Context: an optimization exercise on an open-source flow, tuned for small area, a short achievable clock period and few clock cycles per item. The choices shown serve that exercise and are no tape-out recipe.
Function was checked by simulation only, so behaviour that the tests miss may differ from the original.

### design/flow/flow/run.sh
#!/bin/bash
# The standard layout with two changes:
#  - the port buffers are sky130_fd_sc_hd__buf_1 cells;
#  - synthesis runs the standard flow's synthesis script with yosys's synth called with -noabc
#    as well (flow/synth.tcl), so the generic abc pass does not restructure the
#    carry-save adders before they are mapped to full and half adder cells.
#    Registers are inferred exactly as in the standard synthesis.
set -euo pipefail
here=$(pwd)
sed -e 's|SETUP_SLACK_MARGIN=5 |SETUP_SLACK_MARGIN=5 BUFFER_PORTS_ARGS="-buffer_cell sky130_fd_sc_hd__buf_1" |' \
    -e "s|SYNTH_SCRIPT=[^ ]*|SYNTH_SCRIPT=$here/flow/synth.tcl|" standard.sh > standard_b.sh
bash standard_b.sh > standard.log 2>&1
### design/flow/flow/synth.tcl
proc synth {args} { yosys synth -nofsm -noshare -noabc {*}$args }
source $::env(SCRIPTS_DIR)/synth.tcl
# left out here: clear keep_hierarchy, flatten, clean up, hide names made inside functions, write 1_2_yosys.v
### design/flow/standard.sh
#!/bin/bash
# synth_recipe.tcl (not shown) runs the flow's synth.tcl, then flattens the netlist and writes it again
# the make line also repeats each setting of config.mk as NAME=value (left out here)
make -C /OpenROAD-flow-scripts/flow DESIGN_CONFIG=/design/flow/config.mk WORK_HOME=/design/flow/orfs CLKGATE_MAP_FILE= SYNTH_SCRIPT=/design/flow/synth_recipe.tcl "${@:-finish}"
### design/flow/config.mk
export PLATFORM = sky130hd
export DESIGN_NAME = date_seconds_of_year_converter_unit
export DESIGN_NICKNAME = date_seconds_of_year_converter_unit
export VERILOG_FILES = /design/flow/design.v
export SDC_FILE = /design/flow/constraint.sdc
export NUM_CORES = 4
export LEC_CHECK = 0
export CAP_MARGIN = 20
export CORE_MARGIN = 2
export CORE_UTILIZATION = 40
export CTS_BUF_LIST = sky130_fd_sc_hd__clkbuf_8
export CTS_CLUSTER_DIAMETER = 150
export CTS_CLUSTER_SIZE = 30
export SETUP_SLACK_MARGIN = 5
export SLEW_MARGIN = 20
### design/flow/constraint.sdc
create_clock -name core_clock -period 9.0 [get_ports {i_clk}]
set_input_delay 1.8000 -clock core_clock [delete_from_list [all_inputs] [get_ports {i_clk}]]
set_output_delay 1.8000 -clock core_clock [all_outputs]
set_load 0.01 [all_outputs]
### design/flow/design.v
`timescale 1ns / 1ps
`default_nettype none
package dsoyc_pkg;
    localparam int unsigned WYear    = 14;
    localparam int unsigned WMonth   = 4;
    localparam int unsigned WDay     = 5;
    localparam int unsigned WHour    = 5;
    localparam int unsigned WMinute  = 6;
    localparam int unsigned WSecond  = 6;
    localparam int unsigned WSeconds = 25;
    localparam int unsigned WDayNum  = 9;
    localparam int unsigned WTod     = 17;
    localparam logic [WYear-1:0]    YearMax  = 14'd9999;
    localparam logic [WSeconds-1:0] SecsMax  = 25'd31708799;
    localparam logic [WDayNum-1:0]  LastDayCommon = 9'd365;
    localparam logic [WDayNum-1:0]  LastDayLeap   = 9'd366;
    localparam logic [14:0] Div25Mul  = 15'd20972;
    localparam int unsigned Div25Sh   = 19;
    localparam logic [18:0] Div675Mul = 19'd397683;
    localparam int unsigned Div675Sh  = 28;
    localparam logic [12:0] Div225Mul = 13'd4661;
    localparam int unsigned Div225Sh  = 20;
    localparam logic [14:0] Div15Mul  = 15'd17477;
    localparam int unsigned Div15Sh   = 18;
    localparam logic [WMonth-1:0] MonthJan = 4'd1;
    localparam logic [WMonth-1:0] MonthMar = 4'd3;
    localparam logic [WMonth-1:0] MonthDec = 4'd12;
    function automatic logic [WDayNum-1:0] month_offset(input logic [WMonth-1:0] m,
                                                        input logic leap);
        logic [WDayNum-1:0] o;
        case (m)
            4'd1:    o = 9'd0;
            4'd2:    o = 9'd31;
            4'd3:    o = 9'd59;
            4'd4:    o = 9'd90;
            4'd5:    o = 9'd120;
            4'd6:    o = 9'd151;
            4'd7:    o = 9'd181;
            4'd8:    o = 9'd212;
            4'd9:    o = 9'd243;
            4'd10:   o = 9'd273;
            4'd11:   o = 9'd304;
            4'd12:   o = 9'd334;
            default: o = 9'd0;
        endcase
        if (leap && (m >= MonthMar) && (m <= MonthDec)) begin
            o = o + 9'd1;
        end
        month_offset = o;
    endfunction
endpackage
`default_nettype wire
`timescale 1ns / 1ps
`default_nettype none
module date_seconds_of_year_converter_unit (
    input  logic                            i_clk,
    input  logic                            i_rst_n,
    input  logic                            i_in_valid,
    output logic                            o_in_ready,
    input  logic                            i_in_mode,
    input  logic [dsoyc_pkg::WYear-1:0]     i_in_year,
    input  logic [dsoyc_pkg::WMonth-1:0]    i_in_month,
    input  logic [dsoyc_pkg::WDay-1:0]      i_in_day,
    input  logic [dsoyc_pkg::WHour-1:0]     i_in_hour,
    input  logic [dsoyc_pkg::WMinute-1:0]   i_in_minute,
    input  logic [dsoyc_pkg::WSecond-1:0]   i_in_second,
    input  logic [dsoyc_pkg::WSeconds-1:0]  i_in_seconds,
    output logic                            o_out_valid,
    input  logic                            i_out_ready,
    output logic [dsoyc_pkg::WSeconds-1:0]  o_out_seconds,
    output logic [dsoyc_pkg::WMonth-1:0]    o_out_month,
    output logic [dsoyc_pkg::WDay-1:0]      o_out_day,
    output logic [dsoyc_pkg::WHour-1:0]     o_out_hour,
    output logic [dsoyc_pkg::WMinute-1:0]   o_out_minute,
    output logic [dsoyc_pkg::WSecond-1:0]   o_out_second,
    output logic                            o_out_range_error
);
    function automatic logic [8:0] offc(input logic [3:0] m);
        case (m)
            4'd2:    offc = 9'd31;
            4'd3:    offc = 9'd59;
            4'd4:    offc = 9'd90;
            4'd5:    offc = 9'd120;
            4'd6:    offc = 9'd151;
            4'd7:    offc = 9'd181;
            4'd8:    offc = 9'd212;
            4'd9:    offc = 9'd243;
            4'd10:   offc = 9'd273;
            4'd11:   offc = 9'd304;
            4'd12:   offc = 9'd334;
            default: offc = 9'd0;
        endcase
    endfunction
    logic r_v1, r_v2, r_v3;
    logic r_out_valid, r_out_nvalid;
    logic en;
    assign en         = !r_out_valid || i_out_ready;
    assign o_in_ready = r_out_nvalid || i_out_ready;
    logic        r1_mode;
    logic        r1_leap, r1_yerr;
    logic [25:0] r1_pay;
    logic [7:0]  r1_p;
    logic        r2_mode, r2_err, r2_leap;
    logic [25:0] r2_pay;
    logic        r3_mode, r3_err;
    logic [25:0] r3_pay;
    logic [25:0] r_o_f;
    logic        r_o_z0, r_o_z1;
    logic        r_o_err;
    logic [25:0] n1_pay;
    logic [7:0]  n1_p;
    logic [11:0] n1_qi;
    logic        n1_leap, n1_yerr;
    dsoyc_inv25 u_inv25 (.q(i_in_year[13:2]), .p(n1_qi));
    assign n1_leap = (i_in_year[1:0] == 2'b00) && ((n1_qi > 12'd163) || (i_in_year[3:2] == 2'b00));
    assign n1_yerr = (i_in_year > 14'd9999);
    assign n1_p   = 8'(i_in_seconds[24:18]) + 8'(i_in_seconds[24:19]) + 8'(i_in_seconds[24:22]) + 8'd6;
    assign n1_pay = i_in_mode ? {1'b0, i_in_seconds}
                              : {i_in_month, i_in_day, i_in_hour, i_in_minute, i_in_second};
    logic        n2_leap, n2_yerr, n2_err0, n2_err1, n2_err, n2_lm;
    logic [3:0]  n2_month;
    logic [4:0]  n2_day;
    logic [4:0]  n2_hour;
    logic [5:0]  n2_minute, n2_second;
    logic [8:0]  n2_dd;
    logic [16:0] n2_tod;
    logic [24:0] n2_secs;
    logic [8:0]  n2_dq;
    logic [25:0] n2_pay;
    dsoyc_tod   u_tod   (.h(n2_hour), .m(n2_minute), .s(n2_second), .t(n2_tod));
    dsoyc_div675 u_div675 (.x(n2_secs[24:7]), .p(r1_p), .q(n2_dq));
    always_comb begin
        n2_leap = r1_leap;
        n2_yerr = r1_yerr;
        {n2_month, n2_day, n2_hour, n2_minute, n2_second} = r1_pay;
        n2_err0 = n2_yerr || (n2_month == 4'd0) || (n2_month > 4'd12) || (n2_day == 5'd0) ||
                  (n2_hour > 5'd23) || (n2_minute > 6'd59) || (n2_second > 6'd59);
        n2_dd   = 9'(n2_day) + offc(n2_month);
        n2_lm   = n2_leap && (n2_month >= 4'd3);
        n2_secs = r1_pay[24:0];
        n2_err1 = n2_yerr || (n2_secs > 25'd31708799) || (!n2_leap && (n2_secs >= 25'd31622400));
        n2_err  = r1_mode ? n2_err1 : n2_err0;
        n2_pay  = r1_mode ? {n2_dq, ~n2_secs[16:7], n2_secs[6:0]} : {n2_dd, n2_tod};
    end
    logic [16:0] n3_tod;
    logic [8:0]  n3_dq;
    logic [6:0]  n3_low;
    logic        n3_lm;
    logic [17:0] n3_y;
    logic [12:1] n3_c;
    logic [3:0]  n3_mon;
    logic [4:0]  n3_dom;
    logic [25:0] n3_pay;
    assign n3_tod = r2_pay[16:0];
    assign n3_dq  = r2_pay[25:17];
    assign n3_low = r2_pay[6:0];
    assign n3_lm  = r2_leap && !r2_mode;
    dsoyc_mac675 u_mac675 (.a(r2_pay[25:17]), .c(n3_lm), .b(r2_pay[16:7]), .y(n3_y));
    always_comb begin
        n3_c[1]  = (n3_dq != 9'd0);
        n3_c[2]  = (n3_dq > 9'd31);
        n3_c[3]  = r2_leap ? (n3_dq > 9'd60)  : (n3_dq > 9'd59);
        n3_c[4]  = r2_leap ? (n3_dq > 9'd91)  : (n3_dq > 9'd90);
        n3_c[5]  = r2_leap ? (n3_dq > 9'd121) : (n3_dq > 9'd120);
        n3_c[6]  = r2_leap ? (n3_dq > 9'd152) : (n3_dq > 9'd151);
        n3_c[7]  = r2_leap ? (n3_dq > 9'd182) : (n3_dq > 9'd181);
        n3_c[8]  = r2_leap ? (n3_dq > 9'd213) : (n3_dq > 9'd212);
        n3_c[9]  = r2_leap ? (n3_dq > 9'd244) : (n3_dq > 9'd243);
        n3_c[10] = r2_leap ? (n3_dq > 9'd274) : (n3_dq > 9'd273);
        n3_c[11] = r2_leap ? (n3_dq > 9'd305) : (n3_dq > 9'd304);
        n3_c[12] = r2_leap ? (n3_dq > 9'd335) : (n3_dq > 9'd334);
        n3_mon = 4'd0;
        for (int i = 1; i <= 12; i++) begin
            if (n3_c[i]) n3_mon = 4'(i);
        end
        n3_dom  = n3_dq[4:0] - 5'(r2_leap && n3_c[3]);
        n3_pay = r2_mode ? {n3_mon, n3_dom, ~n3_y[9:0], n3_low[6:4], n3_low[3:0]}
                         : {1'b0, n3_y[17:10], ~n3_y[9:0], n3_tod[6:0]};
    end
    logic        c_mode, c_err;
    logic [25:0] c_pay;
    logic [3:0]  c_mon;
    logic [4:0]  c_dom;
    logic [4:0]  c_day;
    logic [12:0] c_u;
    logic [3:0]  c_low;
    logic [4:0]  c_h;
    logic [10:0] c_tm;
    assign c_mode = r3_mode;
    assign c_err  = r3_err;
    assign c_pay  = r3_pay;
    assign {c_mon, c_dom, c_u, c_low} = c_pay;
    dsoyc_div225 u_div225 (.u(c_u), .q(c_h));
    dsoyc_div15  u_div15  (.v({c_u, c_low[3:2]}), .q(c_tm));
    assign c_day = c_dom - 5'(offc(c_mon));
    always_ff @(posedge i_clk) begin
        if (!i_rst_n) begin
            r_v1        <= 1'b0;
            r_v2        <= 1'b0;
            r_v3        <= 1'b0;
            r_out_valid  <= 1'b0;
            r_out_nvalid <= 1'b1;
        end else begin
            if (en) begin
                r_v1        <= i_in_valid;
                r_v2        <= r_v1;
                r_v3        <= r_v2;
                r_out_valid  <= r_v3;
                r_out_nvalid <= !r_v3;
            end
        end
    end
    always_ff @(posedge i_clk) begin
        if (en) begin
            r1_mode <= i_in_mode;
            r1_leap <= n1_leap;
            r1_yerr <= n1_yerr;
            r1_pay  <= n1_pay;
            r1_p    <= n1_p;
            r2_mode <= r1_mode;
            r2_err  <= n2_err;
            r2_leap <= r1_mode ? n2_leap : n2_lm;
            r2_pay  <= n2_pay;
            r3_mode <= r2_mode;
            r3_err  <= r2_err;
            r3_pay  <= n3_pay;
            r_o_err <= c_err;
            r_o_z0  <= !c_err && !c_mode;
            r_o_z1  <= !c_err && c_mode;
            r_o_f   <= c_mode ? {c_mon, c_day, c_h, c_tm[5:0], c_u[1:0], c_low}
                              : {c_pay[25:17], ~c_pay[16:7], c_pay[6:0]};
        end
    end
    assign o_out_valid       = r_out_valid;
    assign o_out_seconds     = r_o_f[24:0] & {25{r_o_z0}};
    logic [5:0] o_mi;
    logic [3:0] o_rm;
    assign o_mi = r_o_f[11:6] + {r_o_f[15:12], 2'b00};
    assign o_rm = r_o_f[5:2] + r_o_f[9:6];
    assign {o_out_month, o_out_day, o_out_hour} = r_o_f[25:12] & {14{r_o_z1}};
    assign o_out_minute = o_mi & {6{r_o_z1}};
    assign o_out_second = {o_rm, r_o_f[1:0]} & {6{r_o_z1}};
    assign o_out_range_error = r_o_err;
endmodule
module dsoyc_div675 (input wire [17:0] x, input wire [7:0] p, output wire [20:12] q);
    wire t1;
    wire t2;
    wire t3;
    wire t4;
    wire t5;
    wire t6;
    wire t7;
    wire t8;
    wire t9;
    wire t10;
    wire t11;
    wire t12;
    wire t13;
    wire t14;
    wire t15;
    wire t16;
    wire t17;
    wire t18;
    wire t19;
    wire t20;
    wire t21;
    wire t22;
    wire t23;
    wire t24;
    wire t25;
    wire t26;
    wire t27;
    wire t28;
    wire t29;
    wire t30;
    wire t31;
    wire t32;
    wire t33;
    wire t34;
    wire t35;
    wire t36;
    wire t37;
    wire t38;
    wire t39;
    wire t40;
    wire t41;
    wire t42;
    wire t43;
    wire t44;
    wire t45;
    wire t46;
    wire t47;
    wire t48;
    wire t49;
    wire t50;
    wire t51;
    wire t52;
    wire t53;
    wire t54;
    wire t55;
    wire t56;
    wire t57;
    wire t58;
    wire t59;
    wire t60;
    wire t61;
    wire t62;
    wire t63;
    wire t64;
    wire t65;
    wire t66;
    wire t67;
    wire t68;
    wire t69;
    wire t70;
    wire t71;
    wire t72;
    wire t73;
    wire t74;
    wire t75;
    wire t76;
    wire t77;
    wire t78;
    wire t79;
    wire t80;
    wire t81;
    wire t82;
    wire t83;
    wire t84;
    wire t85;
    wire t86;
    wire t87;
    wire t88;
    wire t89;
    wire t90;
    wire t91;
    wire t92;
    wire t93;
    wire t94;
    wire t95;
    wire t96;
    wire [21:0] ra, rb, rs;
    assign t1 = x[11] ^ x[9];
    assign t2 = x[11] & x[9];
    assign t3 = x[12] ^ x[10] ^ x[6];
    assign t4 = (x[12] & x[10]) | (x[12] & x[6]) | (x[10] & x[6]);
    assign t5 = x[1] ^ x[0];
    assign t6 = x[1] & x[0];
    assign t7 = x[13] ^ x[11] ^ x[7];
    assign t8 = (x[13] & x[11]) | (x[13] & x[7]) | (x[11] & x[7]);
    assign t9 = x[2] ^ x[1] ^ p[3];
    assign t10 = (x[2] & x[1]) | (x[2] & p[3]) | (x[1] & p[3]);
    assign t11 = x[14] ^ x[12] ^ x[8];
    assign t12 = (x[14] & x[12]) | (x[14] & x[8]) | (x[12] & x[8]);
    assign t13 = x[3] ^ x[2] ^ p[4];
    assign t14 = (x[3] & x[2]) | (x[3] & p[4]) | (x[2] & p[4]);
    assign t15 = x[15] ^ x[13] ^ x[9];
    assign t16 = (x[15] & x[13]) | (x[15] & x[9]) | (x[13] & x[9]);
    assign t17 = x[4] ^ x[3] ^ p[5];
    assign t18 = (x[4] & x[3]) | (x[4] & p[5]) | (x[3] & p[5]);
    assign t19 = x[16] ^ x[14] ^ x[10];
    assign t20 = (x[16] & x[14]) | (x[16] & x[10]) | (x[14] & x[10]);
    assign t21 = x[5] ^ x[4] ^ p[6];
    assign t22 = (x[5] & x[4]) | (x[5] & p[6]) | (x[4] & p[6]);
    assign t23 = x[17] ^ x[15] ^ x[11];
    assign t24 = (x[17] & x[15]) | (x[17] & x[11]) | (x[15] & x[11]);
    assign t25 = x[6] ^ x[5] ^ p[7];
    assign t26 = (x[6] & x[5]) | (x[6] & p[7]) | (x[5] & p[7]);
    assign t27 = x[16] ^ x[12] ^ x[7];
    assign t28 = (x[16] & x[12]) | (x[16] & x[7]) | (x[12] & x[7]);
    assign t29 = x[17] ^ x[13];
    assign t30 = x[17] & x[13];
    assign t31 = x[10] ^ x[8];
    assign t32 = x[10] & x[8];
    assign t33 = t1 ^ x[5] ^ x[0];
    assign t34 = (t1 & x[5]) | (t1 & x[0]) | (x[5] & x[0]);
    assign t35 = t2 ^ t3 ^ t5;
    assign t36 = (t2 & t3) | (t2 & t5) | (t3 & t5);
    assign t37 = t4 ^ t6 ^ t7;
    assign t38 = (t4 & t6) | (t4 & t7) | (t6 & t7);
    assign t39 = t8 ^ t10 ^ t11;
    assign t40 = (t8 & t10) | (t8 & t11) | (t10 & t11);
    assign t41 = t12 ^ t14 ^ t15;
    assign t42 = (t12 & t14) | (t12 & t15) | (t14 & t15);
    assign t43 = t16 ^ t18 ^ t19;
    assign t44 = (t16 & t18) | (t16 & t19) | (t18 & t19);
    assign t45 = t20 ^ t22 ^ t23;
    assign t46 = (t20 & t22) | (t20 & t23) | (t22 & t23);
    assign t47 = t24 ^ t26 ^ t27;
    assign t48 = (t24 & t26) | (t24 & t27) | (t26 & t27);
    assign t49 = t28 ^ t29 ^ x[8];
    assign t50 = (t28 & t29) | (t28 & x[8]) | (t29 & x[8]);
    assign t51 = t30 ^ x[14] ^ x[9];
    assign t52 = (t30 & x[14]) | (t30 & x[9]) | (x[14] & x[9]);
    assign t53 = x[15] ^ x[10];
    assign t54 = x[15] & x[10];
    assign t55 = x[16] ^ x[11];
    assign t56 = x[16] & x[11];
    assign t57 = x[17] ^ x[12];
    assign t58 = x[17] & x[12];
    assign t59 = t31 ^ x[4];
    assign t60 = t31 & x[4];
    assign t61 = t32 ^ t33 ^ p[1];
    assign t62 = (t32 & t33) | (t32 & p[1]) | (t33 & p[1]);
    assign t63 = t34 ^ t35 ^ p[2];
    assign t64 = (t34 & t35) | (t34 & p[2]) | (t35 & p[2]);
    assign t65 = t36 ^ t37 ^ t9;
    assign t66 = (t36 & t37) | (t36 & t9) | (t37 & t9);
    assign t67 = t38 ^ t39 ^ t13;
    assign t68 = (t38 & t39) | (t38 & t13) | (t39 & t13);
    assign t69 = t40 ^ t41 ^ t17;
    assign t70 = (t40 & t41) | (t40 & t17) | (t41 & t17);
    assign t71 = t42 ^ t43 ^ t21;
    assign t72 = (t42 & t43) | (t42 & t21) | (t43 & t21);
    assign t73 = t44 ^ t45 ^ t25;
    assign t74 = (t44 & t45) | (t44 & t25) | (t45 & t25);
    assign t75 = t46 ^ t47 ^ x[6];
    assign t76 = (t46 & t47) | (t46 & x[6]) | (t47 & x[6]);
    assign t77 = t48 ^ t49 ^ x[7];
    assign t78 = (t48 & t49) | (t48 & x[7]) | (t49 & x[7]);
    assign t79 = t50 ^ t51 ^ x[8];
    assign t80 = (t50 & t51) | (t50 & x[8]) | (t51 & x[8]);
    assign t81 = t52 ^ t53 ^ x[9];
    assign t82 = (t52 & t53) | (t52 & x[9]) | (t53 & x[9]);
    assign t83 = t54 ^ t55 ^ x[10];
    assign t84 = (t54 & t55) | (t54 & x[10]) | (t55 & x[10]);
    assign t85 = t56 ^ t57 ^ x[11];
    assign t86 = (t56 & t57) | (t56 & x[11]) | (t57 & x[11]);
    assign t87 = t58 ^ x[13] ^ x[12];
    assign t88 = (t58 & x[13]) | (t58 & x[12]) | (x[13] & x[12]);
    assign t89 = x[14] ^ x[13];
    assign t90 = x[14] & x[13];
    assign t91 = x[15] ^ x[14];
    assign t92 = x[15] & x[14];
    assign t93 = x[16] ^ x[15];
    assign t94 = x[16] & x[15];
    assign t95 = x[17] ^ x[16];
    assign t96 = x[17] & x[16];
    assign ra = {1'b0, 1'b0, t96, t94, t92, t90, t88, t86, t84, t82, t80, t78, t76, t74, t72, t70, t68, t66, t64, t62, t60, t59};
    assign rb = {1'b0, 1'b0, x[17], t95, t93, t91, t89, t87, t85, t83, t81, t79, t77, t75, t73, t71, t69, t67, t65, t63, t61, p[0]};
    assign rs = ra + rb;
    assign q = rs[20:12];
endmodule
module dsoyc_div225 (input wire [12:0] u, output wire [13:9] q);
    wire t1;
    wire t2;
    wire t3;
    wire t4;
    wire t5;
    wire t6;
    wire t7;
    wire t8;
    wire t9;
    wire t10;
    wire t11;
    wire t12;
    wire t13;
    wire t14;
    wire t15;
    wire t16;
    wire t17;
    wire t18;
    wire t19;
    wire t20;
    wire t21;
    wire t22;
    wire t23;
    wire t24;
    wire t25;
    wire t26;
    wire t27;
    wire t28;
    wire t29;
    wire t30;
    wire t31;
    wire t32;
    wire t33;
    wire t34;
    wire t35;
    wire t36;
    wire t37;
    wire t38;
    wire t39;
    wire t40;
    wire t41;
    wire t42;
    wire t43;
    wire t44;
    wire t45;
    wire t46;
    wire t47;
    wire t48;
    wire t49;
    wire t50;
    wire t51;
    wire t52;
    wire t53;
    wire t54;
    wire [14:0] ra, rb, rs;
    assign t1 = u[9] ^ u[7];
    assign t2 = u[9] & u[7];
    assign t3 = u[10] ^ u[8] ^ u[7];
    assign t4 = (u[10] & u[8]) | (u[10] & u[7]) | (u[8] & u[7]);
    assign t5 = u[3] ^ u[0];
    assign t6 = u[3] & u[0];
    assign t7 = u[11] ^ u[9] ^ u[8];
    assign t8 = (u[11] & u[9]) | (u[11] & u[8]) | (u[9] & u[8]);
    assign t9 = u[4] ^ u[1];
    assign t10 = u[4] & u[1];
    assign t11 = u[12] ^ u[10] ^ u[9];
    assign t12 = (u[12] & u[10]) | (u[12] & u[9]) | (u[10] & u[9]);
    assign t13 = u[5] ^ u[2];
    assign t14 = u[5] & u[2];
    assign t15 = u[11] ^ u[10] ^ u[6];
    assign t16 = (u[11] & u[10]) | (u[11] & u[6]) | (u[10] & u[6]);
    assign t17 = u[12] ^ u[11];
    assign t18 = u[12] & u[11];
    assign t19 = t1 ^ u[6];
    assign t20 = t1 & u[6];
    assign t21 = t2 ^ t3 ^ t5;
    assign t22 = (t2 & t3) | (t2 & t5) | (t3 & t5);
    assign t23 = t4 ^ t6 ^ t7;
    assign t24 = (t4 & t6) | (t4 & t7) | (t6 & t7);
    assign t25 = t8 ^ t10 ^ t11;
    assign t26 = (t8 & t10) | (t8 & t11) | (t10 & t11);
    assign t27 = t12 ^ t14 ^ t15;
    assign t28 = (t12 & t14) | (t12 & t15) | (t14 & t15);
    assign t29 = t16 ^ t17 ^ u[7];
    assign t30 = (t16 & t17) | (t16 & u[7]) | (t17 & u[7]);
    assign t31 = t18 ^ u[12] ^ u[8];
    assign t32 = (t18 & u[12]) | (t18 & u[8]) | (u[12] & u[8]);
    assign t33 = t19 ^ u[2];
    assign t34 = t19 & u[2];
    assign t35 = t20 ^ t21 ^ 1'b1;
    assign t36 = (t20 & t21) | (t20 & 1'b1) | (t21 & 1'b1);
    assign t37 = t22 ^ t23 ^ t9;
    assign t38 = (t22 & t23) | (t22 & t9) | (t23 & t9);
    assign t39 = t24 ^ t25 ^ t13;
    assign t40 = (t24 & t25) | (t24 & t13) | (t25 & t13);
    assign t41 = t26 ^ t27 ^ u[3];
    assign t42 = (t26 & t27) | (t26 & u[3]) | (t27 & u[3]);
    assign t43 = t28 ^ t29 ^ u[4];
    assign t44 = (t28 & t29) | (t28 & u[4]) | (t29 & u[4]);
    assign t45 = t30 ^ t31 ^ u[5];
    assign t46 = (t30 & t31) | (t30 & u[5]) | (t31 & u[5]);
    assign t47 = t32 ^ u[9] ^ u[6];
    assign t48 = (t32 & u[9]) | (t32 & u[6]) | (u[9] & u[6]);
    assign t49 = u[10] ^ u[7];
    assign t50 = u[10] & u[7];
    assign t51 = u[11] ^ u[8];
    assign t52 = u[11] & u[8];
    assign t53 = u[12] ^ u[9];
    assign t54 = u[12] & u[9];
    assign ra = {1'b0, u[12], u[11], t54, t52, t50, t48, t46, t44, t42, t40, t38, t36, t34, t33};
    assign rb = {1'b0, 1'b0, 1'b0, u[10], t53, t51, t49, t47, t45, t43, t41, t39, t37, t35, 1'b1};
    assign rs = ra + rb;
    assign q = rs[13:9];
endmodule
module dsoyc_div15 (input wire [14:0] v, output wire [16:6] q);
    wire t1;
    wire t2;
    wire t3;
    wire t4;
    wire t5;
    wire t6;
    wire t7;
    wire t8;
    wire t9;
    wire t10;
    wire t11;
    wire t12;
    wire t13;
    wire t14;
    wire t15;
    wire t16;
    wire t17;
    wire t18;
    wire t19;
    wire t20;
    wire t21;
    wire t22;
    wire t23;
    wire t24;
    wire t25;
    wire t26;
    wire t27;
    wire t28;
    wire t29;
    wire t30;
    wire t31;
    wire t32;
    wire t33;
    wire t34;
    wire t35;
    wire t36;
    wire t37;
    wire t38;
    wire t39;
    wire t40;
    wire t41;
    wire t42;
    wire t43;
    wire t44;
    wire t45;
    wire t46;
    wire [17:0] ra, rb, rs;
    assign t1 = v[12] ^ v[8];
    assign t2 = v[12] & v[8];
    assign t3 = v[13] ^ v[9];
    assign t4 = v[13] & v[9];
    assign t5 = v[14] ^ v[10];
    assign t6 = v[14] & v[10];
    assign t7 = t1 ^ v[4];
    assign t8 = t1 & v[4];
    assign t9 = t2 ^ t3 ^ v[5];
    assign t10 = (t2 & t3) | (t2 & v[5]) | (t3 & v[5]);
    assign t11 = t4 ^ t5 ^ v[6];
    assign t12 = (t4 & t5) | (t4 & v[6]) | (t5 & v[6]);
    assign t13 = t6 ^ v[11] ^ v[7];
    assign t14 = (t6 & v[11]) | (t6 & v[7]) | (v[11] & v[7]);
    assign t15 = v[12] ^ v[8];
    assign t16 = v[12] & v[8];
    assign t17 = v[13] ^ v[9];
    assign t18 = v[13] & v[9];
    assign t19 = v[14] ^ v[10];
    assign t20 = v[14] & v[10];
    assign t21 = v[10] ^ v[6];
    assign t22 = v[10] & v[6];
    assign t23 = v[11] ^ v[7] ^ v[3];
    assign t24 = (v[11] & v[7]) | (v[11] & v[3]) | (v[7] & v[3]);
    assign t25 = t7 ^ v[0] ^ 1'b1;
    assign t26 = (t7 & v[0]) | (t7 & 1'b1) | (v[0] & 1'b1);
    assign t27 = t8 ^ t9 ^ v[1];
    assign t28 = (t8 & t9) | (t8 & v[1]) | (t9 & v[1]);
    assign t29 = t10 ^ t11 ^ v[2];
    assign t30 = (t10 & t11) | (t10 & v[2]) | (t11 & v[2]);
    assign t31 = t12 ^ t13 ^ v[3];
    assign t32 = (t12 & t13) | (t12 & v[3]) | (t13 & v[3]);
    assign t33 = t14 ^ t15 ^ v[4];
    assign t34 = (t14 & t15) | (t14 & v[4]) | (t15 & v[4]);
    assign t35 = t16 ^ t17 ^ v[5];
    assign t36 = (t16 & t17) | (t16 & v[5]) | (t17 & v[5]);
    assign t37 = t18 ^ t19 ^ v[6];
    assign t38 = (t18 & t19) | (t18 & v[6]) | (t19 & v[6]);
    assign t39 = t20 ^ v[11] ^ v[7];
    assign t40 = (t20 & v[11]) | (t20 & v[7]) | (v[11] & v[7]);
    assign t41 = v[12] ^ v[8];
    assign t42 = v[12] & v[8];
    assign t43 = v[13] ^ v[9];
    assign t44 = v[13] & v[9];
    assign t45 = v[14] ^ v[10];
    assign t46 = v[14] & v[10];
    assign ra = {1'b0, v[14], v[13], v[12], t46, t44, t42, t40, t38, t36, t34, t32, t30, t28, t26, t24, t22, t21};
    assign rb = {1'b0, 1'b0, 1'b0, 1'b0, v[11], t45, t43, t41, t39, t37, t35, t33, t31, t29, t27, t25, t23, v[2]};
    assign rs = ra + rb;
    assign q = rs[16:6];
endmodule
module dsoyc_tod (input wire [4:0] h, input wire [5:0] m, input wire [5:0] s, output wire [16:0] t);
    wire t1;
    wire t2;
    wire t3;
    wire t4;
    wire t5;
    wire t6;
    wire t7;
    wire t8;
    wire t9;
    wire t10;
    wire t11;
    wire t12;
    wire t13;
    wire t14;
    wire t15;
    wire t16;
    wire t17;
    wire t18;
    wire t19;
    wire t20;
    wire t21;
    wire t22;
    wire t23;
    wire t24;
    wire t25;
    wire t26;
    wire t27;
    wire t28;
    wire t29;
    wire t30;
    wire [16:0] ra, rb, rs;
    assign t1 = ~m[0] ^ s[2];
    assign t2 = ~m[0] & s[2];
    assign t3 = ~m[1] ^ s[3];
    assign t4 = ~m[1] & s[3];
    assign t5 = h[0] ^ ~m[2] ^ s[4];
    assign t6 = (h[0] & ~m[2]) | (h[0] & s[4]) | (~m[2] & s[4]);
    assign t7 = h[1] ^ ~m[3] ^ s[5];
    assign t8 = (h[1] & ~m[3]) | (h[1] & s[5]) | (~m[3] & s[5]);
    assign t9 = h[2] ^ m[0] ^ ~m[4];
    assign t10 = (h[2] & m[0]) | (h[2] & ~m[4]) | (m[0] & ~m[4]);
    assign t11 = h[3] ^ m[1] ^ ~m[5];
    assign t12 = (h[3] & m[1]) | (h[3] & ~m[5]) | (m[1] & ~m[5]);
    assign t13 = h[4] ^ m[2] ^ 1'b1;
    assign t14 = (h[4] & m[2]) | (h[4] & 1'b1) | (m[2] & 1'b1);
    assign t15 = ~h[0] ^ m[3];
    assign t16 = ~h[0] & m[3];
    assign t17 = ~h[1] ^ m[4];
    assign t18 = ~h[1] & m[4];
    assign t19 = ~h[2] ^ m[5];
    assign t20 = ~h[2] & m[5];
    assign t21 = h[0] ^ ~h[3];
    assign t22 = h[0] & ~h[3];
    assign t23 = h[1] ^ ~h[4];
    assign t24 = h[1] & ~h[4];
    assign t25 = h[2] ^ 1'b1;
    assign t26 = h[2] & 1'b1;
    assign t27 = h[3] ^ 1'b1;
    assign t28 = h[3] & 1'b1;
    assign t29 = h[4] ^ 1'b1;
    assign t30 = h[4] & 1'b1;
    assign ra = {t28, t26, t24, t22, t20, t18, t16, t14, t12, t10, t8, t6, t4, t2, t1, s[1], s[0]};
    assign rb = {t29, t27, t25, t23, t21, t19, t17, t15, t13, t11, t9, t7, t5, t3, 1'b1, 1'b0, 1'b0};
    assign rs = ra + rb;
    assign t = rs[16:0];
endmodule
module dsoyc_mac675 (input wire [8:0] a, input wire [0:0] c, input wire [9:0] b, output wire [17:0] y);
    wire t1;
    wire t2;
    wire t3;
    wire t4;
    wire t5;
    wire t6;
    wire t7;
    wire t8;
    wire t9;
    wire t10;
    wire t11;
    wire t12;
    wire t13;
    wire t14;
    wire t15;
    wire t16;
    wire t17;
    wire t18;
    wire t19;
    wire t20;
    wire t21;
    wire t22;
    wire t23;
    wire t24;
    wire t25;
    wire t26;
    wire t27;
    wire t28;
    wire t29;
    wire t30;
    wire t31;
    wire t32;
    wire t33;
    wire t34;
    wire t35;
    wire t36;
    wire t37;
    wire t38;
    wire t39;
    wire t40;
    wire t41;
    wire t42;
    wire t43;
    wire t44;
    wire t45;
    wire t46;
    wire t47;
    wire t48;
    wire t49;
    wire t50;
    wire t51;
    wire t52;
    wire t53;
    wire t54;
    wire t55;
    wire t56;
    wire t57;
    wire t58;
    wire t59;
    wire t60;
    wire t61;
    wire t62;
    wire t63;
    wire t64;
    wire t65;
    wire t66;
    wire t67;
    wire t68;
    wire t69;
    wire t70;
    wire t71;
    wire t72;
    wire t73;
    wire t74;
    wire t75;
    wire t76;
    wire [17:0] ra, rb, rs;
    assign t1 = a[5] ^ a[4];
    assign t2 = a[5] & a[4];
    assign t3 = a[6] ^ a[5];
    assign t4 = a[6] & a[5];
    assign t5 = a[7] ^ a[6] ^ a[2];
    assign t6 = (a[7] & a[6]) | (a[7] & a[2]) | (a[6] & a[2]);
    assign t7 = a[0] ^ c[0];
    assign t8 = a[0] & c[0];
    assign t9 = a[8] ^ a[7] ^ a[3];
    assign t10 = (a[8] & a[7]) | (a[8] & a[3]) | (a[7] & a[3]);
    assign t11 = a[1] ^ b[8];
    assign t12 = a[1] & b[8];
    assign t13 = a[8] ^ a[4] ^ a[2];
    assign t14 = (a[8] & a[4]) | (a[8] & a[2]) | (a[4] & a[2]);
    assign t15 = a[0] ^ c[0] ^ b[9];
    assign t16 = (a[0] & c[0]) | (a[0] & b[9]) | (c[0] & b[9]);
    assign t17 = a[5] ^ a[3];
    assign t18 = a[5] & a[3];
    assign t19 = a[1] ^ a[0];
    assign t20 = a[1] & a[0];
    assign t21 = a[2] ^ a[1];
    assign t22 = a[2] & a[1];
    assign t23 = a[3] ^ a[2];
    assign t24 = a[3] & a[2];
    assign t25 = a[4] ^ a[3];
    assign t26 = a[4] & a[3];
    assign t27 = t1 ^ a[0] ^ c[0];
    assign t28 = (t1 & a[0]) | (t1 & c[0]) | (a[0] & c[0]);
    assign t29 = t2 ^ t3 ^ a[1];
    assign t30 = (t2 & t3) | (t2 & a[1]) | (t3 & a[1]);
    assign t31 = t4 ^ t5 ^ t7;
    assign t32 = (t4 & t5) | (t4 & t7) | (t5 & t7);
    assign t33 = t6 ^ t8 ^ t9;
    assign t34 = (t6 & t8) | (t6 & t9) | (t8 & t9);
    assign t35 = t10 ^ t12 ^ t13;
    assign t36 = (t10 & t12) | (t10 & t13) | (t12 & t13);
    assign t37 = t14 ^ t16 ^ t17;
    assign t38 = (t14 & t16) | (t14 & t17) | (t16 & t17);
    assign t39 = t18 ^ a[6] ^ a[4];
    assign t40 = (t18 & a[6]) | (t18 & a[4]) | (a[6] & a[4]);
    assign t41 = a[7] ^ a[5];
    assign t42 = a[7] & a[5];
    assign t43 = a[8] ^ a[6];
    assign t44 = a[8] & a[6];
    assign t45 = a[0] ^ c[0];
    assign t46 = a[0] & c[0];
    assign t47 = t19 ^ c[0] ^ b[1];
    assign t48 = (t19 & c[0]) | (t19 & b[1]) | (c[0] & b[1]);
    assign t49 = t20 ^ t21 ^ b[2];
    assign t50 = (t20 & t21) | (t20 & b[2]) | (t21 & b[2]);
    assign t51 = t22 ^ t23 ^ b[3];
    assign t52 = (t22 & t23) | (t22 & b[3]) | (t23 & b[3]);
    assign t53 = t24 ^ t25 ^ b[4];
    assign t54 = (t24 & t25) | (t24 & b[4]) | (t25 & b[4]);
    assign t55 = t26 ^ t27 ^ b[5];
    assign t56 = (t26 & t27) | (t26 & b[5]) | (t27 & b[5]);
    assign t57 = t28 ^ t29 ^ b[6];
    assign t58 = (t28 & t29) | (t28 & b[6]) | (t29 & b[6]);
    assign t59 = t30 ^ t31 ^ b[7];
    assign t60 = (t30 & t31) | (t30 & b[7]) | (t31 & b[7]);
    assign t61 = t32 ^ t33 ^ t11;
    assign t62 = (t32 & t33) | (t32 & t11) | (t33 & t11);
    assign t63 = t34 ^ t35 ^ t15;
    assign t64 = (t34 & t35) | (t34 & t15) | (t35 & t15);
    assign t65 = t36 ^ t37 ^ a[1];
    assign t66 = (t36 & t37) | (t36 & a[1]) | (t37 & a[1]);
    assign t67 = t38 ^ t39 ^ a[2];
    assign t68 = (t38 & t39) | (t38 & a[2]) | (t39 & a[2]);
    assign t69 = t40 ^ t41 ^ a[3];
    assign t70 = (t40 & t41) | (t40 & a[3]) | (t41 & a[3]);
    assign t71 = t42 ^ t43 ^ a[4];
    assign t72 = (t42 & t43) | (t42 & a[4]) | (t43 & a[4]);
    assign t73 = t44 ^ a[7] ^ a[5];
    assign t74 = (t44 & a[7]) | (t44 & a[5]) | (a[7] & a[5]);
    assign t75 = a[8] ^ a[6];
    assign t76 = a[8] & a[6];
    assign ra = {a[8], t76, t74, t72, t70, t68, t66, t64, t62, t60, t58, t56, t54, t52, t50, t48, t46, t45};
    assign rb = {1'b0, a[7], t75, t73, t71, t69, t67, t65, t63, t61, t59, t57, t55, t53, t51, t49, t47, b[0]};
    assign rs = ra + rb;
    assign y = rs[17:0];
endmodule
module dsoyc_inv25 (input wire [11:0] q, output wire [11:0] p);
    wire t1;
    wire t2;
    wire t3;
    wire t4;
    wire t5;
    wire t6;
    wire t7;
    wire t8;
    wire t9;
    wire t10;
    wire t11;
    wire t12;
    wire t13;
    wire t14;
    wire t15;
    wire t16;
    wire t17;
    wire t18;
    wire t19;
    wire t20;
    wire [11:0] ra, rb, rs;
    assign t1 = q[11] ^ q[8];
    assign t2 = q[11] & q[8];
    assign t3 = q[10] ^ q[7];
    assign t4 = q[10] & q[7];
    assign t5 = t1 ^ q[6] ^ q[1];
    assign t6 = (t1 & q[6]) | (t1 & q[1]) | (q[6] & q[1]);
    assign t7 = q[5] ^ q[2];
    assign t8 = q[5] & q[2];
    assign t9 = q[6] ^ q[3] ^ q[1];
    assign t10 = (q[6] & q[3]) | (q[6] & q[1]) | (q[3] & q[1]);
    assign t11 = q[7] ^ q[4] ^ q[2];
    assign t12 = (q[7] & q[4]) | (q[7] & q[2]) | (q[4] & q[2]);
    assign t13 = q[8] ^ q[5] ^ q[3];
    assign t14 = (q[8] & q[5]) | (q[8] & q[3]) | (q[5] & q[3]);
    assign t15 = q[9] ^ q[6] ^ q[4];
    assign t16 = (q[9] & q[6]) | (q[9] & q[4]) | (q[6] & q[4]);
    assign t17 = t3 ^ q[5] ^ q[0];
    assign t18 = (t3 & q[5]) | (t3 & q[0]) | (q[5] & q[0]);
    assign t19 = t4 ^ t5 ^ q[0];
    assign t20 = (t4 & t5) | (t4 & q[0]) | (t5 & q[0]);
    assign ra = {t18, t16, t14, t12, t10, t8, t7, q[4], q[3], q[2], q[1], q[0]};
    assign rb = {t19, t17, t15, t13, t11, t9, q[0], q[1], q[0], 1'b0, 1'b0, 1'b0};
    assign rs = ra + rb;
    assign p = rs[11:0];
endmodule
`default_nettype wire
==> qor.yml, run 1 <==
run:
  cap_violations: 0
floorplan:
  die_w_um: 186.2
  start_util_pct: 40.71
  io_pins: 124
  core-area_um2: 32620
  rows: 66
  die_h_um: 186.2
  die_area_um2: 34670
logic_synthesis:
  syn-num-nets: 1608
  avgSynthCellArea_um2: 10.91
  ys_warn_count: 1
  synth.area.top_cells: "edfxtp_1 28%, ha_1 20%, fa_1 16%"
  synth-async-reset-ratio_pct: 0
  synth_area_leader_cell: "edfxtp_1"
  synth_common_cells: "216 x ha_1, 123 x edfxtp_1, 105 x fa_1, 91 x inv_1, 83 x a21oi_1"
  netlist_area_um2: 13280
  synthMostInstantiatedCell: "ha_1"
  yosys.area.top_type_share_pct: 27.81
  synth-seq-cells: 128
  synth_edf_count: 123
  yosys_most_used_dff: "edfxtp_1"
  seq_area_frac_synth_pct: 28.57
  syn_inst: 1217
  post_synth_num_cell_types: 65
global_routing:
  grt_pass1_wl_mm: 49.62
  antenna_found_initial: 0
  grt_use_total_pct: 18.21
  grt_start_max_net_pins: 88
  grt_pass1_vias: 9802
  gr-total-overflow: 0
setup_path:
  r2r_setup_slack_ns: 5.00
  slowest_delay_ns: 0.22
  crit_type: "in -> out"
  crit_buf_inv: 2
  critPathSlowestCell: "or2_4"
  endpoint_kind: "primary output"
  start_kind: "input port"
  crit_start: "i_out_ready"
  worst_ep_required_time_ns: 7.20
  crit_chain: "buf_6, or2_4, buf_6"
  cp_common_cell: "buf_6"
  r2r_start: "r1_pay[23]$_DFFE_PP_"
  critPathTopFamily: "buffers and inverters"
  reg2reg_depth: 13
  arrival_ns: 2.23
  cp.depth: 3
  timing.rr.end: "r2_pay[23]$_DFFE_PP_"
  endpoint: "o_in_ready"
  cp_max_fo: 2
cts:
  clk_pin_slew_ns: 0.08
  clockBufferDepth: 2
  cts_inserted_buffers: 17
  clkLatencyLatePin_ns: 0.46
  cts-root-buf: "clkbuf_8"
  cts_tree: "yes"
  clkSinkCount: 128
  h-tree-depth: 4
outcome:
  status: "complete, no violations"
timing:
  fmax_ghz: 0.2479
  setup_viol: 0
  maxSlewHeadroom_pct: 29.87
  worstMarginPinSlew_ns: 1.052
  drv_slew: 0
  rsz0062_at_grt: "yes"
  final.setup.tns_ns: 0
  hold_viol: 0
  fin_crit_ns: 4.033
  finClkSkew_ns: 0.02085
  finalCritPeriodShare_pct: 44.81
detailed_routing:
  drc: 0
  wl_mm: 30.08
  drtIter0Drc: 522
  vias_per_cell: 5.207
  first_pass_iters: 6
  wl_per_cell_um: 16.12
  ant_nets: 0
  vias: 9717
cells_and_area:
  nets: 1803
  antenna_cells: 0
  final_cells: 1866
  synthToLayoutAreaGrowth_pct: 16.04
  layout-drive-gt1-share_pct: 14.26
placed_design:
  gp_congestion: 0.9107
  place_inst: 1759
  hpwl_mm: 22.02
  numPortBuffers: 123
worst_hold_path:
  hold_class: "reg -> reg"
kinds of logic (layout without fill, tap and decap cells):
logic type | after synthesis | count (layout) | synth area share [%]
adders and majority gates | 321 | 321 | 36.18
and+or+nand+nor | 279 | 279 | 10.85
AOI/OAI and AO/OA | 259 | 259 | 12.88
DFF | 128 | 128 | 28.57
buffers and inverters | 116 | 323 | 3.279
xor gates and xnor gates | 70 | 70 | 4.617
muxes | 44 | 44 | 3.628
registers in the layout, indices dropped and copies added (netlist names), 8 cells and up:
name    count
r1_pay     26
r2_pay     26
r3_pay     26
r_o_f      26
r1_p        8
worst min path at each step:
stage	start	end	slack, ns	depth (start not counted)
after detailed placement	r2_pay[5]$_DFFE_PP_	r3_pay[5]$_DFFE_PP_	0.40	0
after CTS	r2_pay[5]$_DFFE_PP_	r3_pay[5]$_DFFE_PP_	0.43	0
after floorplan	r2_err$_DFFE_PP_	r3_err$_DFFE_PP_	0.40	0
after global routing	r2_pay[2]$_DFFE_PP_	r3_pay[2]$_DFFE_PP_	0.44	0
after global placement	r2_pay[6]$_DFFE_PP_	r3_pay[6]$_DFFE_PP_	0.40	0
final	r2_pay[5]$_DFFE_PP_	r3_pay[5]$_DFFE_PP_	0.42	0
worst reg2reg max path, stage by stage, from the launching register on:
cell      delay [ns]
edfxtp_1        0.50
buf_6           0.17
fa_1            0.54
fa_1            0.44
fa_1            0.60
ha_4            0.22
a21oi_2         0.13
o221ai_2        0.15
a31oi_4         0.25
a31oi_4         0.12
buf_4           0.15
a21o_1          0.18
a211oi_2        0.18
o22ai_1         0.10
timing repair:
item	CTS	global route
pin swaps	7	47
hold buffers	0	0
setup buffers	61	15
hold endpoints to repair	0	0
gates resized for setup	22	40
setup endpoints to repair	19	18
cell usage in the layout, fill, tap and decap left out, types with 52 or more instances in the layout:
master | netlist | final
ha_1 | 216 | 209
edfxtp_1 | 123 | 123
buf_1 | 1 | 116
fa_1 | 105 | 104
inv_1 | 91 | 85
a21oi_1 | 83 | 76
buf_4 | 0 | 74
nor2_1 | 59 | 57
and2_1 | 55 | 55
nand2_1 | 52 | 52
metrics by stage:
stage	util, %	area (um2)	setup slack, ns	hold WS (ns)
finish	47.24	15410	4.967	0.4232
global route	47.24	15410	4.888	0.4371
CTS	46.46	15150	4.964	0.4252
detailed placement	43.62	14230	4.403	0.4045
global placement	43.62	14230	4.436	0.4028
floorplan	-	13290	4.783	0.4003
layout make-up:
type | instances | area (um2)
Fill cell | 3035 | 17210
Multi-Input combinational cell | 973 | 9289
Sequential cell | 128 | 3794
Timing Repair Buffer | 201 | 1084
Tap cell | 442 | 553.0
Inverter | 91 | 345.3
Clock buffer | 17 | 234.0
Clock inverter | 14 | 110.1
per-layer routing:
layer | track usage (%) | share of wire (%) | vias up
li1 | - | - | 4779
met1 | 23.56 | 46 | 4663
met2 | 31.60 | 49 | 230
met3 | 2.706 | 3.5 | 45
met4 | 5.449 | 2.3 | 0
met5 | 0 | 0 | -
Testbench counts, summed over its fixed seeds: cycles 24,032, items 24,000.
==> run 2, diff against run 1 <==
--- a/design/flow/config.mk
+++ b/design/flow/config.mk
@@ -11,4 +11,4 @@
 export CTS_BUF_LIST = sky130_fd_sc_hd__clkbuf_8
-export CTS_CLUSTER_DIAMETER = 150
-export CTS_CLUSTER_SIZE = 30
+export CTS_CLUSTER_DIAMETER = 300
+export CTS_CLUSTER_SIZE = 50
 export SETUP_SLACK_MARGIN = 5
==> run 2 against run 1 <==
Effect of this change: synthesized cell count unchanged; worst setup slack unchanged; clock skew unchanged; core utilization unchanged; global-route usage unchanged.
==> qor.yml, run 2 <==
timing:
  final.setup.tns_ns: 0
  worstMarginPinSlew_ns: 1.052
  hold_viol: 0
  setup_viol: 0
  finalCritPeriodShare_pct: 44.81
  rsz0062_at_grt: "yes"
  drv_slew: 0
  maxSlewHeadroom_pct: 29.87
  fmax_ghz: 0.2479
  finClkSkew_ns: 0.02085
  fin_crit_ns: 4.033
floorplan:
  start_util_pct: 40.71
  die_h_um: 186.2
  rows: 66
  io_pins: 124
  die_area_um2: 34670
  core-area_um2: 32620
  die_w_um: 186.2
setup_path:
  timing.rr.end: "r2_pay[23]$_DFFE_PP_"
  start_kind: "input port"
  cp_common_cell: "buf_6"
  worst_ep_required_time_ns: 7.20
  reg2reg_depth: 13
  crit_start: "i_out_ready"
  r2r_setup_slack_ns: 5.00
  crit_chain: "buf_6, or2_4, buf_6"
  cp_max_fo: 2
  endpoint_kind: "primary output"
  arrival_ns: 2.23
  crit_type: "in -> out"
  slowest_delay_ns: 0.22
  critPathSlowestCell: "or2_4"
  r2r_start: "r1_pay[23]$_DFFE_PP_"
outcome:
  status: "complete, no violations"
global_routing:
  gr-total-overflow: 0
  top_usage_layer: "met2"
  antenna_found_initial: 0
  grt_use_total_pct: 18.21
  grtUsageMet3_pct: 2.706
  grt_pass1_wl_mm: 49.62
  grtUsageMet1_pct: 23.56
  grt_util_met2_pct: 31.60
  grt_start_max_net_pins: 88
  grt_pass1_vias: 9802
detailed_routing:
  drc: 0
  wl_per_cell_um: 16.12
  vias: 9717
  first_pass_iters: 6
  drtIter0Drc: 522
  ant_nets: 0
  wl_mm: 30.08
  vias_per_cell: 5.207
logic_synthesis:
  synth_area_leader_cell: "edfxtp_1"
  yosys.area.top_type_share_pct: 27.81
  avgSynthCellArea_um2: 10.91
  synth_edf_count: 123
  syn-num-nets: 1608
  synthMostInstantiatedCell: "ha_1"
  seq_area_frac_synth_pct: 28.57
  post_synth_num_cell_types: 65
  netlist_area_um2: 13280
  yosys_most_used_dff: "edfxtp_1"
  synth-seq-cells: 128
  synth_common_cells: "216 x ha_1, 123 x edfxtp_1, 105 x fa_1, 91 x inv_1, 83 x a21oi_1"
  ys_warn_count: 1
  synth.area.top_cells: "edfxtp_1 28%, ha_1 20%, fa_1 16%"
  synth-async-reset-ratio_pct: 0
  syn_inst: 1217
cells_and_area:
  antenna_cells: 0
  final_area_um2: 15410
  layout_common_cells: "209 x ha_1, 123 x edfxtp_1, 116 x buf_1, 104 x fa_1, 85 x inv_1"
  nets: 1803
  synthToLayoutAreaGrowth_pct: 16.04
  final_common_cell: "ha_1"
  layout-drive-gt1-share_pct: 14.26
placed_design:
  numPortBuffers: 123
  gp_congestion: 0.9107
  placed_area_um2: 14230
  hpwl_mm: 22.02
cts:
  h-tree-depth: 4
  hold_buffers: 0
  clkSinkCount: 128
  cts-root-buf: "clkbuf_8"
  clockBufferDepth: 2
  clkLatencyLatePin_ns: 0.46
  clk_pin_slew_ns: 0.08
  cts_inserted_buffers: 17
  cts_tree: "yes"
worst_hold_path:
  whs_endpoint: "r3_pay[5]$_DFFE_PP_"
  min_path_cells: 0
  min_from: "r2_pay[5]$_DFFE_PP_"
  hold_class: "reg -> reg"
run:
  cap_violations: 0
==> run 2: cell counts after synthesis <==
Identical to the previous run, type by type.
==> run 2: cell families after synthesis <==
logic type	Yosys count	synth area share, %
muxes	44	3.628
and+or+nand+nor	279	10.85
AOI/OAI and AO/OA	259	12.88
buffers and inverters	116	3.279
DFF	128	28.57
adders and majority gates	321	36.18
xor gates and xnor gates	70	4.617
==> run 2: routing by layer <==
metal / vias up / routed length [um]
met4: 0 / 699
met5: - / 0
met3: 45 / 1044
met1: 4663 / 13730
met2: 230 / 14610
li1: 4779 / -
==> run 2: worst max path at each step <==
stage / endpoint
6_report: o_in_ready
5_1_grt: r3_pay[23]$_DFFE_PP_
4_1_cts: o_in_ready
3_5_place_dp: r3_pay[23]$_DFFE_PP_
3_3_place_gp: r3_pay[23]$_DFFE_PP_
2_1_floorplan: r1_leap$_DFFE_PP_
==> run 2: critical path: cells and delay by family <==
kind / cells / cell delay [ns]
and+or+nand+nor: 1 / 0.22
buffers and inverters: 2 / 0.22
==> run 2: area by class of cell <==
class                           count  area [um2]
Tap cell                          442       553.0
Clock buffer                       17       234.0
Timing Repair Buffer              201        1084
Inverter                           91       345.3
Sequential cell                   128        3794
Clock inverter                     14       110.1
Multi-Input combinational cell    973        9289
Fill cell                        3035       17210
==> run 2: repair_timing <==
item,CTS,global route
cloned,0,0
pin swaps,7,47
resized for setup,22,40
buffers inserted,61,15
endpoints found under the setup margin,19,18
==> run 2: metrics by stage <==
step,std cells,util [%],setup slack (ns),hold WS [ns]
2_1_floorplan,1217,-,4.783,0.4003
3_3_place_gp,1759,43.62,4.436,0.4028
3_5_place_dp,1759,43.62,4.403,0.4045
4_1_cts,1851,46.46,4.964,0.4252
5_1_grt,1866,47.24,4.888,0.4371
6_report,1866,47.24,4.967,0.4232
==> run 3, diff against run 2 <==
--- a/design/flow/config.mk
+++ b/design/flow/config.mk
@@ -11,4 +11,3 @@
 export CTS_BUF_LIST = sky130_fd_sc_hd__clkbuf_8
-export CTS_CLUSTER_DIAMETER = 300
-export CTS_CLUSTER_SIZE = 50
+export GPL_ROUTABILITY_DRIVEN = 0
 export SETUP_SLACK_MARGIN = 5
==> run 3 against run 2 <==
Effect of this change: maximum frequency increased by 0.20%; register-to-register slack improved by 0.12 ns; final area increased by 0.30%; flip-flop and latch count unchanged; non-clock buffer count increased by 3; first-iteration DRC count increased by 14%; largest cell class unchanged; wire length decreased by 1.7%.
==> qor.yml, run 3 <==
outcome:
  status: "complete, no violations"
detailed_routing:
  drc: 0
  wl_mm: 29.58
  wl_per_cell_um: 15.82
  wl_met2_mm: 14.38
  ant_nets: 0
  vias_per_cell: 5.172
  m1WireLength_mm: 13.35
  first_pass_iters: 5
  vias: 9671
  drtIter0Drc: 594
  top_layer: "met4"
  met3_wirelength_mm: 1.216
global_routing:
  grt_start_max_net_pins: 88
  grt_pass1_vias: 9702
  grt_pass1_wl_mm: 48.22
  antenna_found_initial: 0
  gr-total-overflow: 0
  grt_use_total_pct: 17.70
timing:
  rsz0062_at_grt: "yes"
  fin_crit_ns: 4.025
  drv_slew: 0
  final.setup.tns_ns: 0
  hold_viol: 0
  finalCritPeriodShare_pct: 44.73
  finClkSkew_ns: 0.01287
  worstMarginPinSlew_ns: 0.8863
  maxSlewHeadroom_pct: 40.91
  setup_viol: 0
  fmax_ghz: 0.2484
setup_path:
  crit_buf_inv: 2
  timing.rr.end: "r2_pay[24]$_DFFE_PP_"
  crit_chain: "buf_8, or2_4, buf_6"
  endpoint_kind: "primary output"
  crit_type: "in -> out"
  critPathTopFamily: "simple AND/OR/NAND/NOR gates"
  start_kind: "input port"
  r2r_start: "r1_pay[17]$_DFFE_PP_"
  arrival_ns: 2.23
  worst_ep_required_time_ns: 7.20
  critPathSlowestCell: "or2_4"
  r2r_setup_slack_ns: 5.12
  slowest_delay_ns: 0.22
  reg2reg_depth: 13
  cp_max_fo: 2
logic_synthesis:
  syn_inst: 1217
  netlist_area_um2: 13280
  synth-async-reset-ratio_pct: 0
  yosys.area.top_type_share_pct: 27.81
  seq_area_frac_synth_pct: 28.57
  synth-seq-cells: 128
  ys_warn_count: 1
  synth_area_leader_cell: "edfxtp_1"
  post_synth_num_cell_types: 65
  synth_edf_count: 123
  yosys_most_used_dff: "edfxtp_1"
  syn-num-nets: 1608
  synthMostInstantiatedCell: "ha_1"
  synth_common_cells: "216 x ha_1, 123 x edfxtp_1, 105 x fa_1, 91 x inv_1, 83 x a21oi_1"
  synth.area.top_cells: "edfxtp_1 28%, ha_1 20%, fa_1 16%"
  avgSynthCellArea_um2: 10.91
worst_hold_path:
  hold_class: "reg -> reg"
  min_path_cells: 0
  min_from: "r2_pay[5]$_DFFE_PP_"
  whs_endpoint: "r3_pay[5]$_DFFE_PP_"
cts:
  clkSinkCount: 128
  clkLatencyLatePin_ns: 0.46
  clockBufferDepth: 2
  cts_inserted_buffers: 17
  cts-root-buf: "clkbuf_8"
  h-tree-depth: 4
  cts_tree: "yes"
  clk_pin_slew_ns: 0.08
cells_and_area:
  final-seq-area_um2: 3794
  layout-drive-gt1-share_pct: 13.31
  multi_input_area_um2: 9228
  synthToLayoutAreaGrowth_pct: 16.39
  final_common_cell: "ha_1"
  nets: 1806
  final_area_um2: 15450
  fillers: 3026
  antenna_cells: 0
  layout_common_cells: "212 x ha_1, 123 x edfxtp_1, 118 x buf_1, 104 x fa_1, 90 x inv_1"
floorplan:
  die_h_um: 186.2
  core-area_um2: 32620
  start_util_pct: 40.71
  die_area_um2: 34670
  die_w_um: 186.2
  rows: 66
  io_pins: 124
run:
  cap_violations: 0
placed_design:
  placed_area_um2: 14230
  numPortBuffers: 123
  hpwl_mm: 21.70
## run 3: changes by cell type in the layout (fill, tap and decap cells not counted), sizes merged
cell,change
inv,+2
clkinv,-4
bufinv,+3
clkbuf,-2
buf,+5
## run 3: how the worst max path moves through the flow
| stage | from | to | depth (start not counted) | slack [ns] |
|---|---|---|---|---|
| after floorplan | i_out_ready | r1_leap$_DFFE_PP_ | 2 | 4.78 |
| after global placement | r2_leap$_DFFE_PP_ | r3_pay[23]$_DFFE_PP_ | 13 | 4.51 |
| after detailed placement | r2_leap$_DFFE_PP_ | r3_pay[23]$_DFFE_PP_ | 13 | 4.43 |
| after CTS | i_out_ready | o_in_ready | 3 | 4.97 |
| after global routing | i_out_ready | o_in_ready | 3 | 4.97 |
| final | i_out_ready | o_in_ready | 3 | 4.97 |
## run 3: routing by layer
metal | up-vias | track usage (%)
met1 | 4576 | 22.83
met2 | 267 | 30.33
met4 | 0 | 6.079
met5 | - | 0
li1 | 4773 | -
met3 | 55 | 2.745
## run 3: kinds of logic (layout without fill, tap and decap cells)
group | count (synthesis) | in the layout | share of synthesized area, %
adders and majority gates | 321 | 321 | 36.18
xor gates and xnor gates | 70 | 70 | 4.617
DFF | 128 | 128 | 28.57
and+or+nand+nor | 279 | 279 | 10.85
muxes | 44 | 44 | 3.628
buffers and inverters | 116 | 327 | 3.279
AOI/OAI and AO/OA | 259 | 259 | 12.88
## run 3: final cells by class
type	instances	share of cell area, %
multi-input combinational	973	59.71
sequential	128	24.55
timing repair buffer	204	7.222
tap	442	3.578
inverter	91	2.234
clock buffer	17	1.514
clock inverter	15	1.198
## run 3: metrics by stage
step | hold WS, ns | setup slack, ns | instances | util [%]
after global routing | 0.4481 | 4.969 | 1870 | 47.38
after floorplan | 0.4003 | 4.783 | 1217 | -
after global placement | 0.4006 | 4.508 | 1759 | 43.62
final | 0.4309 | 4.975 | 1870 | 47.38
after CTS | 0.4330 | 4.972 | 1845 | 46.40
after detailed placement | 0.4057 | 4.429 | 1759 | 43.62
## run 3: timing repair
action / 4_1_cts / 5_1_grt
gates resized for setup: 17 / 22
setup endpoints to repair: 19 / 20
hold buffers: 0 / 0
pin swaps: 9 / 34
buffers inserted: 54 / 24
==> run 4, diff against run 3 <==
--- a/design/flow/config.mk
+++ b/design/flow/config.mk
@@ -9,5 +9,4 @@
 export CORE_MARGIN = 2
-export CORE_UTILIZATION = 40
+export CORE_UTILIZATION = 30
 export CTS_BUF_LIST = sky130_fd_sc_hd__clkbuf_8
-export GPL_ROUTABILITY_DRIVEN = 0
 export SETUP_SLACK_MARGIN = 5
==> run 4 against run 3 <==
Effect of this change: still clean; critical path depth unchanged; non-clock buffer count up 6; clock skew up 0.0064 ns; via count up 1.7%; worst setup slack worse by 0.0060 ns; maximum frequency down 0.15%; first-iteration DRC count down 36%; synthesized cell count unchanged; flip-flop and latch count unchanged; worst hold slack worse by 0.0039 ns; critical path type unchanged; largest cell class unchanged.
==> qor.yml, run 4 <==
logic_synthesis:
  synthMostInstantiatedCell: "ha_1"
  synthSimpleGateAreaFrac_pct: 10.85
  netlist_area_um2: 13280
  synth-seq-cells: 128
  seq_area_frac_synth_pct: 28.57
  muxShareOfSynthArea_pct: 3.628
  synth.area.top_cells: "edfxtp_1 28%, ha_1 20%, fa_1 16%"
  synth-compound-area-share_pct: 12.88
  synth_common_cells: "216 x ha_1, 123 x edfxtp_1, 105 x fa_1, 91 x inv_1, 83 x a21oi_1"
  synth-async-reset-ratio_pct: 0
  yosys.area.top_type_share_pct: 27.81
  synth_edf_count: 123
  synth_top_family_by_area: "adder cells"
  syn-num-nets: 1608
  synth_area_leader_cell: "edfxtp_1"
  avgSynthCellArea_um2: 10.91
  yosys_most_used_dff: "edfxtp_1"
  synth_fa_ha_area_share_pct: 36.18
  ys_warn_count: 1
  synth_xor_area_share_pct: 4.617
  post_synth_num_cell_types: 65
  syn_inst: 1217
cells_and_area:
  fillers: 4461
  synthToLayoutAreaGrowth_pct: 18.17
  layout_common_cells: "206 x ha_1, 123 x edfxtp_1, 119 x buf_1, 104 x fa_1, 85 x buf_4"
  final_common_cell: "ha_1"
  nets: 1812
  multi_input_area_um2: 9289
  layout-drive-gt1-share_pct: 14.38
  antenna_cells: 0
  final_cells: 2025
  final-seq-area_um2: 3794
setup_path:
  crit_start: "i_out_ready"
  r2r_setup_slack_ns: 5.13
  reg2reg_depth: 12
  worst_ep_required_time_ns: 7.20
  crit_chain: "buf_8, or2_4, buf_6"
  slowest_delay_ns: 0.22
  endpoint_kind: "primary output"
  cp_max_fo: 2
  r2r_start: "r3_pay[11]$_DFFE_PP_"
  crit_type: "in -> out"
  timing.rr.end: "r_o_f[11]$_DFFE_PP_"
  critPathSlowestCell: "or2_4"
  arrival_ns: 2.23
  endpoint: "o_in_ready"
  start_kind: "input port"
detailed_routing:
  wl_mm: 31.18
  vias_per_cell: 4.857
  ant_nets: 0
  drtIter0Drc: 379
  vias: 9835
  first_pass_iters: 5
  drc: 0
  wl_per_cell_um: 15.40
floorplan:
  rows: 77
  die_w_um: 214.4
  core-area_um2: 43930
  io_pins: 124
  start_util_pct: 30.23
  die_h_um: 214.4
  die_area_um2: 45960
placed_design:
  hpwl_mm: 22.80
  numPortBuffers: 123
  place_inst: 1911
  gp_congestion: 0.8650
global_routing:
  grt_pass1_wl_mm: 50.61
  grt_use_total_pct: 13.65
  grt_pass1_vias: 9875
  gr-total-overflow: 0
  antenna_found_initial: 0
  grt_start_max_net_pins: 73
timing:
  holdWs_ns: 0.4271
  final.setup.tns_ns: 0
  fmax_ghz: 0.2481
  fin_crit_ns: 4.031
  finalCritPeriodShare_pct: 44.79
  rsz0062_at_grt: "yes"
  finClkSkew_ns: 0.01931
  setup_viol: 0
  maxSlewHeadroom_pct: 37.78
  drv_slew: 0
  hold_viol: 0
  worstMarginPinSlew_ns: 0.9333
cts:
  h-tree-depth: 4
  clk_pin_slew_ns: 0.08
  clkLatencyLatePin_ns: 0.48
  cts_inserted_buffers: 17
  clockBufferDepth: 2
  cts-root-buf: "clkbuf_8"
  clkSinkCount: 128
  cts_tree: "yes"
outcome:
  status: "complete, no violations"
run:
  cap_violations: 0
worst_hold_path:
  hold_class: "reg -> reg"
  min_path_cells: 0
[run 4: what timing repair did]
item                                    4_1_cts  5_1_grt
hold buffers                                  0        0
pin swaps                                     8       29
gates resized for setup                      14       42
setup buffers                                49       34
endpoints found under the setup margin       18       20
[run 4: worst max-delay path, delay by kind of cell]
kind,cells,cell delay (ns)
buffers and inverters,2,0.22
AND/OR/NAND/NOR,1,0.22
[run 4: layout make-up]
class	count	area share [%]
multi-input combinational	973	59.20
sequential	128	24.18
timing repair buffer	210	7.288
tap	592	4.721
inverter	91	2.233
clock buffer	17	1.491
clock inverter	14	0.8931
[run 4: worst min-delay path by stage]
stage,to,from,slack [ns]
finish,r3_pay[4]$_DFFE_PP_,r2_pay[4]$_DFFE_PP_,0.43
global route,r3_pay[3]$_DFFE_PP_,r2_pay[3]$_DFFE_PP_,0.44
CTS,r3_pay[4]$_DFFE_PP_,r2_pay[4]$_DFFE_PP_,0.43
detailed placement,r3_pay[4]$_DFFE_PP_,r2_pay[4]$_DFFE_PP_,0.41
global placement,r3_pay[5]$_DFFE_PP_,r2_pay[5]$_DFFE_PP_,0.41
floorplan,r3_err$_DFFE_PP_,r2_err$_DFFE_PP_,0.40
[run 4: stage by stage]
stage	area (um2)	worst slack [ns]	util (%)
6_report	15690	4.969	35.72
5_1_grt	15690	4.949	35.72
4_1_cts	15240	4.971	34.69
3_5_place_dp	14430	4.359	32.85
3_3_place_gp	14430	4.431	32.85
2_1_floorplan	13290	4.783	-
[run 4: logic make-up (layout without fill, tap and decap cells)]
kind of cell    after synthesis  after routing
buf+inv                     116            332
mux                          44             44
xor+xnor                     70             70
flops                       128            128
fa+ha+maj                   321            321
simple gates                279            279
compound gates              259            259
[run 4: layer usage]
| metal | vias up | GRT usage, % | part of all wire, % |
|---|---|---|---|
| li1 | 4792 | - | - |
| met1 | 4750 | 17.46 | 45 |
| met2 | 254 | 23.53 | 49 |
| met3 | 39 | 2.794 | 5.1 |
| met4 | 0 | 3.495 | 1.5 |
| met5 | - | 0 | 0 |

-- what the ideal ports hide --
The results above use ideal ports. As a check the final layouts listed here were re-extracted and re-timed, cells and wires unchanged.
Step 1: set_driving_cell puts a clkbuf_16 on i_clk and a buf_2 on each other input, an assumption about the parent block.
Step 2 adds t to the input delays and takes it off the output delays; t is the mean of the earliest and latest rising clock arrival at the registers after step 1. Input paths then give back, and output paths get back, about the clock's delay inside the block.
Slacks: no drivers / after step 1 / after step 2; pairs: no drivers / after step 1.
run | t, ns | setup slack, ns | latest minus earliest clock arrival (ns) | worst data-port slew with drivers (ns) | pins driven straight from the clock port
run 1 | 0.488 | 4.967 / 4.935 / 4.718 | 0.021 / 0.021 | 0.04 | 1
run 2 | 0.488 | 4.967 / 4.935 / 4.718 | 0.021 / 0.021 | 0.04 | 1
run 3 | 0.497 | 4.975 / 4.935 / 4.638 | 0.013 / 0.013 | 0.05 | 1
run 4 | 0.508 | 4.969 / 4.922 / 4.604 | 0.021 / 0.021 | 0.06 | 1
After both steps every run listed still meets setup and hold. The setup slack of run 4, which loses most, moves by -0.047 ns with the drivers and by -0.365 ns with both steps.
